This design comes from an exercise in tuning for small area and a short achievable clock period on the open sky130 flow, not from production work. Only simulation tests tie the RTL to the original design; equivalence was not proved. Power is estimated from default activity; no workload was simulated.

==> run R <==
==> flow/design.v <==
module tlb_sv32_plru #(
  parameter int unsigned TLB_ENTRIES = 16,
  parameter int unsigned ASID_WIDTH  = 9
) (
  input  logic                  clk_i,
  input  logic                  rst_i,
  input  logic                  flush_i,
  input  logic [ASID_WIDTH-1:0] asid_to_be_flushed_i,
  input  logic [31:0]           vaddr_to_be_flushed_i,
  input  logic                  update_valid_i,
  input  logic                  update_is_4M_i,
  input  logic                  update_global_i,
  input  logic [19:0]           update_vpn_i,
  input  logic [ASID_WIDTH-1:0] update_asid_i,
  input  logic [31:0]           update_content_i,
  input  logic                  lu_access_i,
  input  logic [ASID_WIDTH-1:0] lu_asid_i,
  input  logic [31:0]           lu_vaddr_i,
  output logic                  lu_hit_o,
  output logic                  lu_is_4M_o,
  output logic [31:0]           lu_content_o,
  output logic [31:0]           hit_count_o,
  output logic [31:0]           miss_count_o,
  output logic                  full_o
);
  localparam int unsigned N     = TLB_ENTRIES;
  localparam int unsigned IDX_W = (N > 1) ? $clog2(N) : 1;
  localparam int unsigned NODES = N - 1;
  function automatic logic [N-1:0] lowest_oh(input logic [N-1:0] v);
    logic [N-1:0] r;
    logic         seen;
    seen = 1'b0;
    for (int i = 0; i < int'(N); i++) begin
      r[i] = v[i] & ~seen;
      seen = seen | v[i];
    end
    lowest_oh = r;
  endfunction
  function automatic logic [N-1:0] plru_victim_oh(input logic [NODES-1:0] tree);
    logic [N-1:0] r;
    int unsigned  node;
    logic         on;
    for (int e = 0; e < int'(N); e++) begin
      node = 32'd0;
      on   = 1'b1;
      for (int l = 0; l < int'(IDX_W); l++) begin
        if (e[IDX_W-1-l]) begin
          on   = on & tree[node];
          node = 32'd2 * node + 32'd2;
        end else begin
          on   = on & ~tree[node];
          node = 32'd2 * node + 32'd1;
        end
      end
      r[e] = on;
    end
    plru_victim_oh = r;
  endfunction
  function automatic logic [NODES-1:0] plru_touch_oh(input logic [NODES-1:0] tree,
                                                     input logic [N-1:0]     oh);
    logic [NODES-1:0] t;
    int unsigned      lo, span;
    logic             l_any, r_any;
    t = tree;
    for (int n = 0; n < int'(NODES); n++) begin
      int unsigned lvl, first;
      lvl = 0;
      first = 0;
      for (int l = 0; l < int'(IDX_W); l++) begin
        if (n + 1 >= (1 << (l + 1))) begin
          lvl = l + 1;
        end
      end
      first = (1 << lvl) - 1;
      span  = N >> lvl;
      lo    = (n - first) * span;
      l_any = 1'b0;
      r_any = 1'b0;
      for (int e = 0; e < int'(N); e++) begin
        if (e >= lo && e < lo + span / 2) l_any = l_any | oh[e];
        if (e >= lo + span / 2 && e < lo + span) r_any = r_any | oh[e];
      end
      if (l_any | r_any) t[n] = l_any;
    end
    plru_touch_oh = t;
  endfunction
  logic [N-1:0]          valid_r;
  logic [N-1:0]          is_4m_r;
  logic [N-1:0]          global_r;
  logic [19:0]           vpn_r     [N];
  logic [ASID_WIDTH-1:0] asid_r    [N];
  logic [31:0]           content_r [N];
  logic [NODES-1:0]      plru_r;
  logic [31:0]           hit_count_r;
  logic [31:0]           miss_count_r;
  logic                  full_r;
  localparam int unsigned GS = 8;
  localparam int unsigned NG = N / GS;
  logic [N-1:0]  lu_match_s;
  logic [N-1:0]  lu_lsel_s;
  logic [NG-1:0] lu_gsel_s;
  logic [NG-1:0] lu_ngrp_s;
  logic [N-1:0]  lu_win_s;
  logic          lu_hit_s;
  logic [32:0]   grp_out_s [NG];
  logic [32:0]   lu_out_s;
  for (genvar i = 0; i < int'(N); i++) begin : g_match
    tlb_lu_match #(.ASID_WIDTH(ASID_WIDTH)) u_match (
      .valid_i (valid_r[i]),
      .is_4m_i (is_4m_r[i]),
      .global_i(global_r[i]),
      .vpn_i   (vpn_r[i]),
      .asid_i  (asid_r[i]),
      .vpn_q_i (lu_vaddr_i[31:12]),
      .asid_q_i(lu_asid_i),
      .hit_o   (lu_match_s[i])
    );
  end
  tlb_lu_prio u_prio (
    .access_i(lu_access_i),
    .match_i (lu_match_s),
    .lsel_o  (lu_lsel_s),
    .gsel_o  (lu_gsel_s),
    .ngrp_o  (lu_ngrp_s),
    .win_o   (lu_win_s),
    .hit_o   (lu_hit_s)
  );
  for (genvar g = 0; g < int'(NG); g++) begin : g_gmux
    logic [GS*33-1:0] grp_in_s;
    for (genvar k = 0; k < int'(GS); k++) begin : g_in
      assign grp_in_s[k*33 +: 33] = {is_4m_r[g*GS+k], content_r[g*GS+k]};
    end
    tlb_lu_mux8 u_gmux (
      .sel_i (lu_lsel_s[g*GS +: GS]),
      .d_i   (grp_in_s),
      .y_o   (grp_out_s[g])
    );
  end
  assign lu_out_s = grp_out_s[0] | (grp_out_s[1] & {33{lu_ngrp_s[0]}});
  logic [31:0] lu_content_s;
  logic        lu_is_4m_s;
  assign lu_content_s = lu_out_s[31:0];
  assign lu_is_4m_s   = lu_out_s[32];
  logic                  upd_en_s;
  logic [9:0]            cmp_hi_s;
  logic [9:0]            cmp_lo_s;
  logic [ASID_WIDTH-1:0] cmp_asid_s;
  logic                  fl_asid0_s;
  logic                  fl_addr0_s;
  logic [N-1:0]          c_addr_s;
  logic [N-1:0]          c_asid_s;
  logic [N-1:0]          dup_s;
  logic [N-1:0]          flush_hit_s;
  logic [N-1:0]          slot_s;
  logic [N-1:0]          valid_next_s;
  logic [NODES-1:0]      plru_next_s;
  assign upd_en_s   = update_valid_i & ~flush_i;
  assign cmp_hi_s   = flush_i ? vaddr_to_be_flushed_i[31:22] : update_vpn_i[19:10];
  assign cmp_lo_s   = flush_i ? vaddr_to_be_flushed_i[21:12] : update_vpn_i[9:0];
  assign cmp_asid_s = flush_i ? asid_to_be_flushed_i : update_asid_i;
  assign fl_asid0_s = (asid_to_be_flushed_i == '0);
  assign fl_addr0_s = (vaddr_to_be_flushed_i == 32'd0);
  always_comb begin
    for (int i = 0; i < int'(N); i++) begin
      c_addr_s[i]    = (vpn_r[i][19:10] == cmp_hi_s) &&
                       (is_4m_r[i] || (vpn_r[i][9:0] == cmp_lo_s));
      c_asid_s[i]    = (asid_r[i] == cmp_asid_s);
      dup_s[i]       = valid_r[i] && (is_4m_r[i] == update_is_4M_i) && c_asid_s[i] &&
                       c_addr_s[i];
      flush_hit_s[i] = (fl_addr0_s || c_addr_s[i]) &&
                       (fl_asid0_s || (!global_r[i] && c_asid_s[i]));
    end
  end
  logic [N-1:0] fallback_s;
  always_comb begin
    if (&valid_r) begin
      fallback_s = plru_victim_oh(plru_r);
    end else begin
      fallback_s = lowest_oh(~valid_r);
    end
    if (|dup_s) begin
      slot_s = lowest_oh(dup_s);
    end else begin
      slot_s = fallback_s;
    end
  end
  always_comb begin
    if (flush_i) begin
      valid_next_s = valid_r & ~flush_hit_s;
    end else if (update_valid_i) begin
      valid_next_s = valid_r | slot_s;
    end else begin
      valid_next_s = valid_r;
    end
    plru_next_s = plru_touch_oh(plru_touch_oh(plru_r, lu_win_s),
                                slot_s & {N{upd_en_s}});
  end
  always_ff @(posedge clk_i or posedge rst_i) begin
    if (rst_i) begin
      valid_r      <= '0;
      plru_r       <= '0;
      hit_count_r  <= 32'd0;
      miss_count_r <= 32'd0;
      full_r       <= 1'b0;
    end else begin
      valid_r <= valid_next_s;
      plru_r  <= plru_next_s;
      full_r  <= &valid_next_s;
      if (lu_hit_s && (hit_count_r != 32'hFFFF_FFFF)) begin
        hit_count_r <= hit_count_r + 32'd1;
      end
      if (lu_access_i && !lu_hit_s && (miss_count_r != 32'hFFFF_FFFF)) begin
        miss_count_r <= miss_count_r + 32'd1;
      end
    end
  end
  always_ff @(posedge clk_i) begin
    for (int i = 0; i < int'(N); i++) begin
      if (upd_en_s && slot_s[i]) begin
        is_4m_r[i]   <= update_is_4M_i;
        global_r[i]  <= update_global_i;
        vpn_r[i]     <= update_vpn_i;
        asid_r[i]    <= update_asid_i;
        content_r[i] <= update_content_i;
      end
    end
  end
  assign lu_hit_o     = lu_hit_s;
  assign lu_is_4M_o   = lu_is_4m_s;
  assign lu_content_o = lu_content_s;
  assign hit_count_o  = hit_count_r;
  assign miss_count_o = miss_count_r;
  assign full_o       = full_r;
endmodule
module tlb_lu_match #(
  parameter int unsigned ASID_WIDTH = 9
) (
  input  logic                  valid_i,
  input  logic                  is_4m_i,
  input  logic                  global_i,
  input  logic [19:0]           vpn_i,
  input  logic [ASID_WIDTH-1:0] asid_i,
  input  logic [19:0]           vpn_q_i,
  input  logic [ASID_WIDTH-1:0] asid_q_i,
  output logic                  hit_o
);
  assign hit_o = valid_i && (vpn_i[19:10] == vpn_q_i[19:10]) &&
                 (is_4m_i || (vpn_i[9:0] == vpn_q_i[9:0])) &&
                 (global_i || (asid_i == asid_q_i));
endmodule
module tlb_lu_prio (
  input  logic        access_i,
  input  logic [15:0] match_i,
  output logic [15:0] lsel_o,
  output logic [1:0]  gsel_o,
  output logic [1:0]  ngrp_o,
  output logic [15:0] win_o,
  output logic        hit_o
);
  logic [1:0] grp;
  always_comb begin
    for (int g = 0; g < 2; g++) begin
      logic seen;
      seen = 1'b0;
      for (int k = 0; k < 8; k++) begin
        lsel_o[8*g+k] = access_i & match_i[8*g+k] & ~seen;
        seen          = seen | match_i[8*g+k];
      end
      grp[g]    = seen;
      ngrp_o[g] = ~seen;
    end
    gsel_o[0] = access_i & grp[0];
    gsel_o[1] = access_i & grp[1] & ~grp[0];
    for (int i = 0; i < 16; i++) begin
      win_o[i] = lsel_o[i] & gsel_o[i / 8];
    end
    hit_o = access_i & (|grp);
  end
endmodule
module tlb_lu_mux8 (
  input  logic [7:0]      sel_i,
  input  logic [8*33-1:0] d_i,
  output logic [32:0]     y_o
);
  always_comb begin
    y_o = '0;
    for (int k = 0; k < 8; k++) begin
      y_o = y_o | (d_i[k*33 +: 33] & {33{sel_i[k]}});
    end
  end
endmodule
==> flow/flow/run.sh <==
#!/bin/bash
# Standard ORFS layout with four changes: port buffers are plain buf_2 cells,
# the resizer may swap cells across footprints, clock tree synthesis uses
# larger sink clusters of clkbuf_8 without dummy loads, and the lookup ports
# are kept together on one edge (flow/io.tcl). Each tool's output goes to a
# log file here.
set -euo pipefail
bash standard.sh \
  "BUFFER_PORTS_ARGS=-buffer_cell sky130_fd_sc_hd__buf_2" \
  MATCH_CELL_FOOTPRINT=0 \
  "CTS_ARGS=-sink_clustering_enable -repair_clock_nets -dont_use_dummy_load -sink_clustering_size 14 -sink_clustering_max_diameter 50 -sink_clustering_buffer sky130_fd_sc_hd__clkbuf_8" \
  "PRE_IO_PLACEMENT_TCL=$PWD/flow/io.tcl" \
  finish > make_finish.log 2>&1
cp -r orfs/logs/sky130hd/tlb_sv32_plru/base orfs_logs 2>/dev/null || true
==> flow/flow/io.tcl <==
# Keep the combinational lookup's ports (its inputs and its outputs) together
# on the bottom edge so that the lookup path does not cross the die.
set lu_pins {}
foreach p [get_ports {lu_vaddr_i[*] lu_asid_i[*] lu_access_i lu_content_o[*] lu_is_4M_o lu_hit_o}] {
  lappend lu_pins [get_full_name $p]
}
set_io_pin_constraint -pin_names $lu_pins -region bottom:*
==> flow/standard.sh <==
#!/bin/bash
# synth_recipe.tcl (not shown) runs the flow's synth.tcl, then flattens the netlist and writes it again
# the make line also repeats each setting of config.mk as NAME=value (left out here)
make -C /OpenROAD-flow-scripts/flow DESIGN_CONFIG=/design/flow/config.mk WORK_HOME=/design/flow/orfs CLKGATE_MAP_FILE= SYNTH_SCRIPT=/design/flow/synth_recipe.tcl "${@:-finish}"
==> flow/config.mk <==
export PLATFORM = sky130hd
export DESIGN_NAME = tlb_sv32_plru
export DESIGN_NICKNAME = tlb_sv32_plru
export VERILOG_FILES = /design/flow/design.v
export SDC_FILE = /design/flow/constraint.sdc
export NUM_CORES = 4
export LEC_CHECK = 0
export CAP_MARGIN = 20
export CORE_MARGIN = 2
export CORE_UTILIZATION = 40
export GPL_TIMING_DRIVEN = 0
export SETUP_SLACK_MARGIN = 2.0
export SLEW_MARGIN = 20
export SYNTH_HIERARCHICAL = 1
==> flow/constraint.sdc <==
create_clock -name core_clock -period 8.5 [get_ports {clk_i}]
set_input_delay 1.7000 -clock core_clock [delete_from_list [all_inputs] [get_ports {clk_i}]]
set_output_delay 1.7000 -clock core_clock [all_outputs]
set_load 0.01 [all_outputs]
==> run K (differences from run R) <==
--- a/flow/design.v
+++ b/flow/design.v
@@ -94,7 +94,7 @@
   logic [31:0]           hit_count_r;
   logic [31:0]           miss_count_r;
   logic                  full_r;
-  localparam int unsigned GS = 8;
+  localparam int unsigned GS = 4;
   localparam int unsigned NG = N / GS;
   logic [N-1:0]  lu_match_s;
   logic [N-1:0]  lu_lsel_s;
@@ -126,17 +126,23 @@
     .hit_o   (lu_hit_s)
   );
   for (genvar g = 0; g < int'(NG); g++) begin : g_gmux
-    logic [GS*33-1:0] grp_in_s;
-    for (genvar k = 0; k < int'(GS); k++) begin : g_in
-      assign grp_in_s[k*33 +: 33] = {is_4m_r[g*GS+k], content_r[g*GS+k]};
-    end
-    tlb_lu_mux8 u_gmux (
+    tlb_lu_mux4 u_gmux (
       .sel_i (lu_lsel_s[g*GS +: GS]),
-      .d_i   (grp_in_s),
+      .d0_i  ({is_4m_r[g*GS+0], content_r[g*GS+0]}),
+      .d1_i  ({is_4m_r[g*GS+1], content_r[g*GS+1]}),
+      .d2_i  ({is_4m_r[g*GS+2], content_r[g*GS+2]}),
+      .d3_i  ({is_4m_r[g*GS+3], content_r[g*GS+3]}),
       .y_o   (grp_out_s[g])
     );
   end
-  assign lu_out_s = grp_out_s[0] | (grp_out_s[1] & {33{lu_ngrp_s[0]}});
+  tlb_lu_pmux4 u_omux (
+    .nhit_i(lu_ngrp_s),
+    .d0_i  (grp_out_s[0]),
+    .d1_i  (grp_out_s[1]),
+    .d2_i  (grp_out_s[2]),
+    .d3_i  (grp_out_s[3]),
+    .y_o   (lu_out_s)
+  );
   logic [31:0] lu_content_s;
   logic        lu_is_4m_s;
   assign lu_content_s = lu_out_s[31:0];
@@ -252,40 +258,53 @@
   input  logic        access_i,
   input  logic [15:0] match_i,
   output logic [15:0] lsel_o,
-  output logic [1:0]  gsel_o,
-  output logic [1:0]  ngrp_o,
+  output logic [3:0]  gsel_o,
+  output logic [3:0]  ngrp_o,
   output logic [15:0] win_o,
   output logic        hit_o
 );
-  logic [1:0] grp;
+  logic [3:0] grp;
   always_comb begin
-    for (int g = 0; g < 2; g++) begin
-      logic seen;
-      seen = 1'b0;
-      for (int k = 0; k < 8; k++) begin
-        lsel_o[8*g+k] = access_i & match_i[8*g+k] & ~seen;
-        seen          = seen | match_i[8*g+k];
-      end
-      grp[g]    = seen;
-      ngrp_o[g] = ~seen;
+    for (int g = 0; g < 4; g++) begin
+      lsel_o[4*g+0] = access_i & match_i[4*g+0];
+      lsel_o[4*g+1] = access_i & match_i[4*g+1] & ~match_i[4*g+0];
+      lsel_o[4*g+2] = access_i & match_i[4*g+2] & ~match_i[4*g+1] & ~match_i[4*g+0];
+      lsel_o[4*g+3] = access_i & match_i[4*g+3] & ~match_i[4*g+2] & ~match_i[4*g+1] &
+                      ~match_i[4*g+0];
+      grp[g]        = |match_i[4*g +: 4];
+      ngrp_o[g]     = ~grp[g];
     end
     gsel_o[0] = access_i & grp[0];
     gsel_o[1] = access_i & grp[1] & ~grp[0];
+    gsel_o[2] = access_i & grp[2] & ~grp[1] & ~grp[0];
+    gsel_o[3] = access_i & grp[3] & ~grp[2] & ~grp[1] & ~grp[0];
     for (int i = 0; i < 16; i++) begin
-      win_o[i] = lsel_o[i] & gsel_o[i / 8];
+      win_o[i] = lsel_o[i] & gsel_o[i / 4];
     end
     hit_o = access_i & (|grp);
   end
 endmodule
-module tlb_lu_mux8 (
-  input  logic [7:0]      sel_i,
-  input  logic [8*33-1:0] d_i,
-  output logic [32:0]     y_o
+module tlb_lu_mux4 (
+  input  logic [3:0]  sel_i,
+  input  logic [32:0] d0_i,
+  input  logic [32:0] d1_i,
+  input  logic [32:0] d2_i,
+  input  logic [32:0] d3_i,
+  output logic [32:0] y_o
 );
-  always_comb begin
-    y_o = '0;
-    for (int k = 0; k < 8; k++) begin
-      y_o = y_o | (d_i[k*33 +: 33] & {33{sel_i[k]}});
-    end
-  end
+  assign y_o = (d0_i & {33{sel_i[0]}}) | (d1_i & {33{sel_i[1]}}) |
+               (d2_i & {33{sel_i[2]}}) | (d3_i & {33{sel_i[3]}});
+endmodule
+module tlb_lu_pmux4 (
+  input  logic [3:0]  nhit_i,
+  input  logic [32:0] d0_i,
+  input  logic [32:0] d1_i,
+  input  logic [32:0] d2_i,
+  input  logic [32:0] d3_i,
+  output logic [32:0] y_o
+);
+  logic [32:0] lo, hi;
+  assign lo  = d0_i | (d1_i & {33{nhit_i[0]}});
+  assign hi  = d2_i | (d3_i & {33{nhit_i[2]}});
+  assign y_o = lo | (hi & {33{nhit_i[0] & nhit_i[1]}});
 endmodule
==> flow/flow/run.sh (replaced) <==
#!/bin/bash
# Standard ORFS layout with two changes: port buffers are plain buf_2 cells,
# and the resizer may swap cells across footprints. Each tool's output goes to a log file here.
set -euo pipefail
bash standard.sh \
  "BUFFER_PORTS_ARGS=-buffer_cell sky130_fd_sc_hd__buf_2" \
  MATCH_CELL_FOOTPRINT=0 \
  finish > make_finish.log 2>&1
cp -r orfs/logs/sky130hd/tlb_sv32_plru/base orfs_logs 2>/dev/null || true
- CORE_UTILIZATION: 40 -> 55
- GPL_TIMING_DRIVEN: 0 -> unset
- PLACE_DENSITY: unset -> 0.7
removed: flow/flow/io.tcl
==> run Z (differences from run R) <==
--- a/flow/design.v
+++ b/flow/design.v
@@ -94,7 +94,7 @@
   logic [31:0]           hit_count_r;
   logic [31:0]           miss_count_r;
   logic                  full_r;
-  localparam int unsigned GS = 8;
+  localparam int unsigned GS = 4;
   localparam int unsigned NG = N / GS;
   logic [N-1:0]  lu_match_s;
   logic [N-1:0]  lu_lsel_s;
@@ -126,17 +126,23 @@
     .hit_o   (lu_hit_s)
   );
   for (genvar g = 0; g < int'(NG); g++) begin : g_gmux
-    logic [GS*33-1:0] grp_in_s;
-    for (genvar k = 0; k < int'(GS); k++) begin : g_in
-      assign grp_in_s[k*33 +: 33] = {is_4m_r[g*GS+k], content_r[g*GS+k]};
-    end
-    tlb_lu_mux8 u_gmux (
+    tlb_lu_mux4 u_gmux (
       .sel_i (lu_lsel_s[g*GS +: GS]),
-      .d_i   (grp_in_s),
+      .d0_i  ({is_4m_r[g*GS+0], content_r[g*GS+0]}),
+      .d1_i  ({is_4m_r[g*GS+1], content_r[g*GS+1]}),
+      .d2_i  ({is_4m_r[g*GS+2], content_r[g*GS+2]}),
+      .d3_i  ({is_4m_r[g*GS+3], content_r[g*GS+3]}),
       .y_o   (grp_out_s[g])
     );
   end
-  assign lu_out_s = grp_out_s[0] | (grp_out_s[1] & {33{lu_ngrp_s[0]}});
+  tlb_lu_pmux4 u_omux (
+    .nhit_i(lu_ngrp_s),
+    .d0_i  (grp_out_s[0]),
+    .d1_i  (grp_out_s[1]),
+    .d2_i  (grp_out_s[2]),
+    .d3_i  (grp_out_s[3]),
+    .y_o   (lu_out_s)
+  );
   logic [31:0] lu_content_s;
   logic        lu_is_4m_s;
   assign lu_content_s = lu_out_s[31:0];
@@ -252,40 +258,53 @@
   input  logic        access_i,
   input  logic [15:0] match_i,
   output logic [15:0] lsel_o,
-  output logic [1:0]  gsel_o,
-  output logic [1:0]  ngrp_o,
+  output logic [3:0]  gsel_o,
+  output logic [3:0]  ngrp_o,
   output logic [15:0] win_o,
   output logic        hit_o
 );
-  logic [1:0] grp;
+  logic [3:0] grp;
   always_comb begin
-    for (int g = 0; g < 2; g++) begin
-      logic seen;
-      seen = 1'b0;
-      for (int k = 0; k < 8; k++) begin
-        lsel_o[8*g+k] = access_i & match_i[8*g+k] & ~seen;
-        seen          = seen | match_i[8*g+k];
-      end
-      grp[g]    = seen;
-      ngrp_o[g] = ~seen;
+    for (int g = 0; g < 4; g++) begin
+      lsel_o[4*g+0] = access_i & match_i[4*g+0];
+      lsel_o[4*g+1] = access_i & match_i[4*g+1] & ~match_i[4*g+0];
+      lsel_o[4*g+2] = access_i & match_i[4*g+2] & ~match_i[4*g+1] & ~match_i[4*g+0];
+      lsel_o[4*g+3] = access_i & match_i[4*g+3] & ~match_i[4*g+2] & ~match_i[4*g+1] &
+                      ~match_i[4*g+0];
+      grp[g]        = |match_i[4*g +: 4];
+      ngrp_o[g]     = ~grp[g];
     end
     gsel_o[0] = access_i & grp[0];
     gsel_o[1] = access_i & grp[1] & ~grp[0];
+    gsel_o[2] = access_i & grp[2] & ~grp[1] & ~grp[0];
+    gsel_o[3] = access_i & grp[3] & ~grp[2] & ~grp[1] & ~grp[0];
     for (int i = 0; i < 16; i++) begin
-      win_o[i] = lsel_o[i] & gsel_o[i / 8];
+      win_o[i] = lsel_o[i] & gsel_o[i / 4];
     end
     hit_o = access_i & (|grp);
   end
 endmodule
-module tlb_lu_mux8 (
-  input  logic [7:0]      sel_i,
-  input  logic [8*33-1:0] d_i,
-  output logic [32:0]     y_o
+module tlb_lu_mux4 (
+  input  logic [3:0]  sel_i,
+  input  logic [32:0] d0_i,
+  input  logic [32:0] d1_i,
+  input  logic [32:0] d2_i,
+  input  logic [32:0] d3_i,
+  output logic [32:0] y_o
 );
-  always_comb begin
-    y_o = '0;
-    for (int k = 0; k < 8; k++) begin
-      y_o = y_o | (d_i[k*33 +: 33] & {33{sel_i[k]}});
-    end
-  end
+  assign y_o = (d0_i & {33{sel_i[0]}}) | (d1_i & {33{sel_i[1]}}) |
+               (d2_i & {33{sel_i[2]}}) | (d3_i & {33{sel_i[3]}});
+endmodule
+module tlb_lu_pmux4 (
+  input  logic [3:0]  nhit_i,
+  input  logic [32:0] d0_i,
+  input  logic [32:0] d1_i,
+  input  logic [32:0] d2_i,
+  input  logic [32:0] d3_i,
+  output logic [32:0] y_o
+);
+  logic [32:0] lo, hi;
+  assign lo  = d0_i | (d1_i & {33{nhit_i[0]}});
+  assign hi  = d2_i | (d3_i & {33{nhit_i[2]}});
+  assign y_o = lo | (hi & {33{nhit_i[0] & nhit_i[1]}});
 endmodule
==> flow/flow/run.sh (replaced) <==
#!/bin/bash
# Standard ORFS layout with three changes: port buffers are plain buf_2 cells,
# the resizer may swap cells across footprints, and clock tree synthesis uses
# larger sink clusters without dummy loads. Each tool's output goes to a log
# file here.
set -euo pipefail
bash standard.sh \
  "BUFFER_PORTS_ARGS=-buffer_cell sky130_fd_sc_hd__buf_2" \
  MATCH_CELL_FOOTPRINT=0 \
  "CTS_ARGS=-sink_clustering_enable -repair_clock_nets -dont_use_dummy_load -sink_clustering_size 14 -sink_clustering_max_diameter 50 -sink_clustering_buffer sky130_fd_sc_hd__clkbuf_8" \
  finish > make_finish.log 2>&1
cp -r orfs/logs/sky130hd/tlb_sv32_plru/base orfs_logs 2>/dev/null || true
- GPL_TIMING_DRIVEN: 0 -> unset
- SETUP_SLACK_MARGIN: 2.0 -> 2.3
removed: flow/flow/io.tcl
==> summary.txt <==
outcome complete, no violations; Reg clk slew, reported paths 0.08 ns; largest net degree at the start of global routing 58; Logic power comb 1.35 mW; Worst Clk Skew 0.1054 ns; Slew @ Worst Pin 1.109 ns; core area 127800 um^2; Clock buffers and inverters, area share 0.02894
The numbers above come from run R.

==> summary.txt <==
outcome complete, no violations; Logic power comb 1.32 mW; core area 95150 um^2; Worst Clk Skew 0.05491 ns
The numbers above come from run K.

==> summary.txt <==
outcome finished with violations; Slew @ Worst Pin 2.383 ns; Worst Clk Skew 0.07485 ns; largest net degree at the start of global routing 68; max-slew violations 4; Max-Cap Viols 1; Clock buffers and inverters, area share 0.02796; Failed Checks capacitance limit, slew limit
The numbers above come from run Z.

-- what the ideal ports hide --
In the flow no input, the clock included, has a driving cell. The finished layouts below were timed again as built, in two steps.
Step 1: set_driving_cell puts a clkbuf_16 on clk_i and a buf_2 on each other input, an assumption about the parent block.
Step 2 adds t to the input delays and takes it off the output delays; t is the mean of the earliest and latest rising clock arrival at the registers after step 1. Input paths then give back, and output paths get back, about the clock's delay inside the block.
a / b / c = no drivers / after step 1 / after step 2; a / b = the first two.
| run | t (ns) | setup slack, ns | latest minus earliest clock arrival (ns) | cell pins on the clock port's net |
|---|---|---|---|---|
| run R | 0.750 | 1.949 / 1.857 / 1.282 | 0.106 / 0.105 | 1 |
| run K | 0.789 | 1.957 / 1.984 / 1.214 | 0.055 / 0.054 | 1 |
| run Z | 0.756 | 2.238 / 2.131 / 1.534 | 0.075 / 0.075 | 1 |
For run K, which loses most, drivers alone change the setup slack by +0.027 ns; drivers and shift together by -0.743 ns.
